Background: an optimization exercise with open tools, aiming at small area, a short achievable clock period and few clock cycles. Do not read the settings as production practice. RTL that was checked went through simulation tests only; none was proved equivalent to the original.

Design integer_matrix_multiply, start of the top module:
module integer_matrix_multiply (
  input  wire                                   clk,
  input  wire                                   rst,
  input  wire                                   in_valid,
  output logic                                  in_ready,
  input  wire        [1:0]                      operation,
  input  wire        [2:0]                      row_index,
  input  wire        [2:0]                      col_index,
  input  wire signed [15:0]                     element_value,
  output logic                                  out_valid,
  input  wire                                   out_ready,
  output logic       [2:0]                      out_row,
  output logic       [2:0]                      out_col,
  output logic signed [imm_pkg::PROD_WIDTH-1:0] product_value,
  output logic                                  last,
  output logic                                  dim_error,
  input  wire                                   cfg_we,
  input  wire        [1:0]                      cfg_index,
  input  wire        [3:0]                      cfg_data
);
  logic [3:0] a_rows, a_cols, b_rows, b_cols;
  logic [2:0] ar1, ac1, br1, bc1;
  logic       err;
  always_ff @(posedge clk) begin
    if (rst) begin
      a_rows <= 4'd1;
      a_cols <= 4'd1;
      b_rows <= 4'd1;
      b_cols <= 4'd1;
    end else if (cfg_we) begin
      case (cfg_index)
        2'd0: a_rows <= cfg_data;
        2'd1: a_cols <= cfg_data;
        2'd2: b_rows <= cfg_data;
        default: b_cols <= cfg_data;
      endcase
    end
  end
  ...
Size: roughly 15000 cells after synthesis, ~3200 flip-flops, ~80 I/O pins, about 180000 sq um of cells after synthesis.
Settings: LEC_CHECK=0, CAP_MARGIN=20, CORE_MARGIN=2, CORE_UTILIZATION=40, SLEW_MARGIN=20; clock period 10.0 ns.
run.sh (not shown) runs the stock make flow with config.mk's settings and CLKGATE_MAP_FILE= SYNTH_SCRIPT=/design/flow/synth_recipe.tcl, a recipe that flattens the netlist after the stock synthesis.
The starting point passed the timing, design-rule and antenna checks.
Testbench counts at the start, summed over its fixed seeds: cycles 11,975.
==> next run, changes <==
==> flow/flow/run.sh (new file) <==
#!/bin/bash
# The standard layout, with the timing repair steps asked to leave more setup slack.
set -euo pipefail
bash standard.sh SETUP_SLACK_MARGIN=6.5 finish > standard.log 2>&1
==> flow/standard.sh (new file) <==
#!/bin/bash
# synth_recipe.tcl (not shown) runs the flow's synth.tcl, then flattens the netlist and writes it again
# the make line also repeats each setting of config.mk as NAME=value (left out here)
make -C /OpenROAD-flow-scripts/flow DESIGN_CONFIG=/design/flow/config.mk WORK_HOME=/design/flow/orfs CLKGATE_MAP_FILE= SYNTH_SCRIPT=/design/flow/synth_recipe.tcl "${@:-finish}"
--- a/flow/config.mk
+++ b/flow/config.mk
@@ -6,4 +6,5 @@
 export NUM_CORES = 4
 export LEC_CHECK = 0
+export ABC_AREA = 1
 export CAP_MARGIN = 20
 export CORE_MARGIN = 2
removed: flow/run.sh
- core utilization is higher by 2.7 points
- hold slack gains 0.0076 ns
- fmax is higher by 44%
- global-route usage is higher by 1.7 points
==> next run, changes <==
==> flow/run.sh (new file) <==
#!/bin/bash
# synth_recipe.tcl (not shown) runs the flow's synth.tcl, then flattens the netlist and writes it again
# the make line also repeats each setting of config.mk as NAME=value (left out here)
make -C /OpenROAD-flow-scripts/flow DESIGN_CONFIG=/design/flow/config.mk WORK_HOME=/design/flow/orfs CLKGATE_MAP_FILE= SYNTH_SCRIPT=/design/flow/synth_recipe.tcl finish
removed: flow/flow/run.sh
removed: flow/standard.sh
Worst setup slack degrades by 1.1 ns; register-to-register slack degrades by 1.1 ns; routed wire length is lower by 3.2%; via count is lower by 2.9%; non-clock buffer count is lower by 392.

========
Another version of the RTL of integer_matrix_multiply (not shown whole).
Size: roughly 12000 cells after synthesis, ~3200 flip-flops, about 150000 sq um of cells after synthesis.
export LEC_CHECK = 0
export ABC_AREA = 1
export CAP_MARGIN = 20
export CORE_MARGIN = 2
export CORE_UTILIZATION = 40
export CTS_CLUSTER_DIAMETER = 120
export CTS_CLUSTER_SIZE = 25
export SLEW_MARGIN = 20
create_clock -name core_clock -period 10.0 [get_ports {clk}]
standard.sh (not shown) runs the stock make flow with config.mk's settings and CLKGATE_MAP_FILE= SYNTH_SCRIPT=/design/flow/synth_recipe.tcl, a recipe that flattens the netlist after the stock synthesis.
==> flow/flow/run.sh <==
#!/bin/bash
# The standard layout, with the timing repair steps asked to leave more setup slack.
set -euo pipefail
bash standard.sh SETUP_SLACK_MARGIN=6.5 finish > standard.log 2>&1
Change:
CTS_CLUSTER_DIAMETER = not set   (was 120)
CTS_CLUSTER_SIZE = not set   (was 25)
Effect: Clock-buffer cell count goes up by 201. Final cell count goes up by 1.3%. Critical path depth goes down by 1. Maximum frequency goes down by 1.7%. Sequential share of layout area goes down by 1.5 points. Wire length goes up by 0.78%. Via count goes up by 1.2%. Register-to-register slack got worse by 0.06 ns.
No functional check of the RTL was part of any run of this note.

[port drivers added, routing unchanged]
No port has a modelled driver above. Below, the same layouts with a new extraction and two added sets of constraints.
Step 1 (the two cells are an assumption about what drives the block):
set clk [get_ports {clk}]
set_driving_cell -lib_cell sky130_fd_sc_hd__clkbuf_16 $clk
set_driving_cell -lib_cell sky130_fd_sc_hd__buf_2 [delete_from_list [all_inputs] $clk]
Step 2, shift: input delay + t, output delay - t, t = (earliest + latest rising clock arrival at the registers) / 2. This alone moves slack from input paths to output paths.
Three values: ideal ports, drivers, drivers and shift; two values: the first two.
run | t (ns) | slack for setup (ns) | clock arrival spread, ns | slew at the worst register clock pin (ns) | worst slew at a driven data input, ns
the first run of note 1 | 1.057 | 4.682 / 4.759 / 3.702 | 0.140 / 0.140 | 0.07 / 0.07 | 0.07
the second run of note 1 | 1.109 | 6.301 / 6.197 / 5.615 | 0.080 / 0.080 | 0.07 / 0.07 | 0.13
the third run of note 1 | 1.063 | 5.180 / 5.180 / 4.504 | 0.071 / 0.071 | 0.07 / 0.07 | 0.05
the first run of note 2 | 1.033 | 6.394 / 6.394 / 5.740 | 0.096 / 0.096 | 0.12 / 0.12 | 0.04
the second run of note 2 | 1.062 | 6.331 / 6.331 / 5.661 | 0.063 / 0.063 | 0.07 / 0.07 | 0.04
After both steps every run listed still meets setup and hold. For the first run of note 1, which loses most, drivers alone change the setup slack by +0.077 ns; drivers and shift together by -0.980 ns.
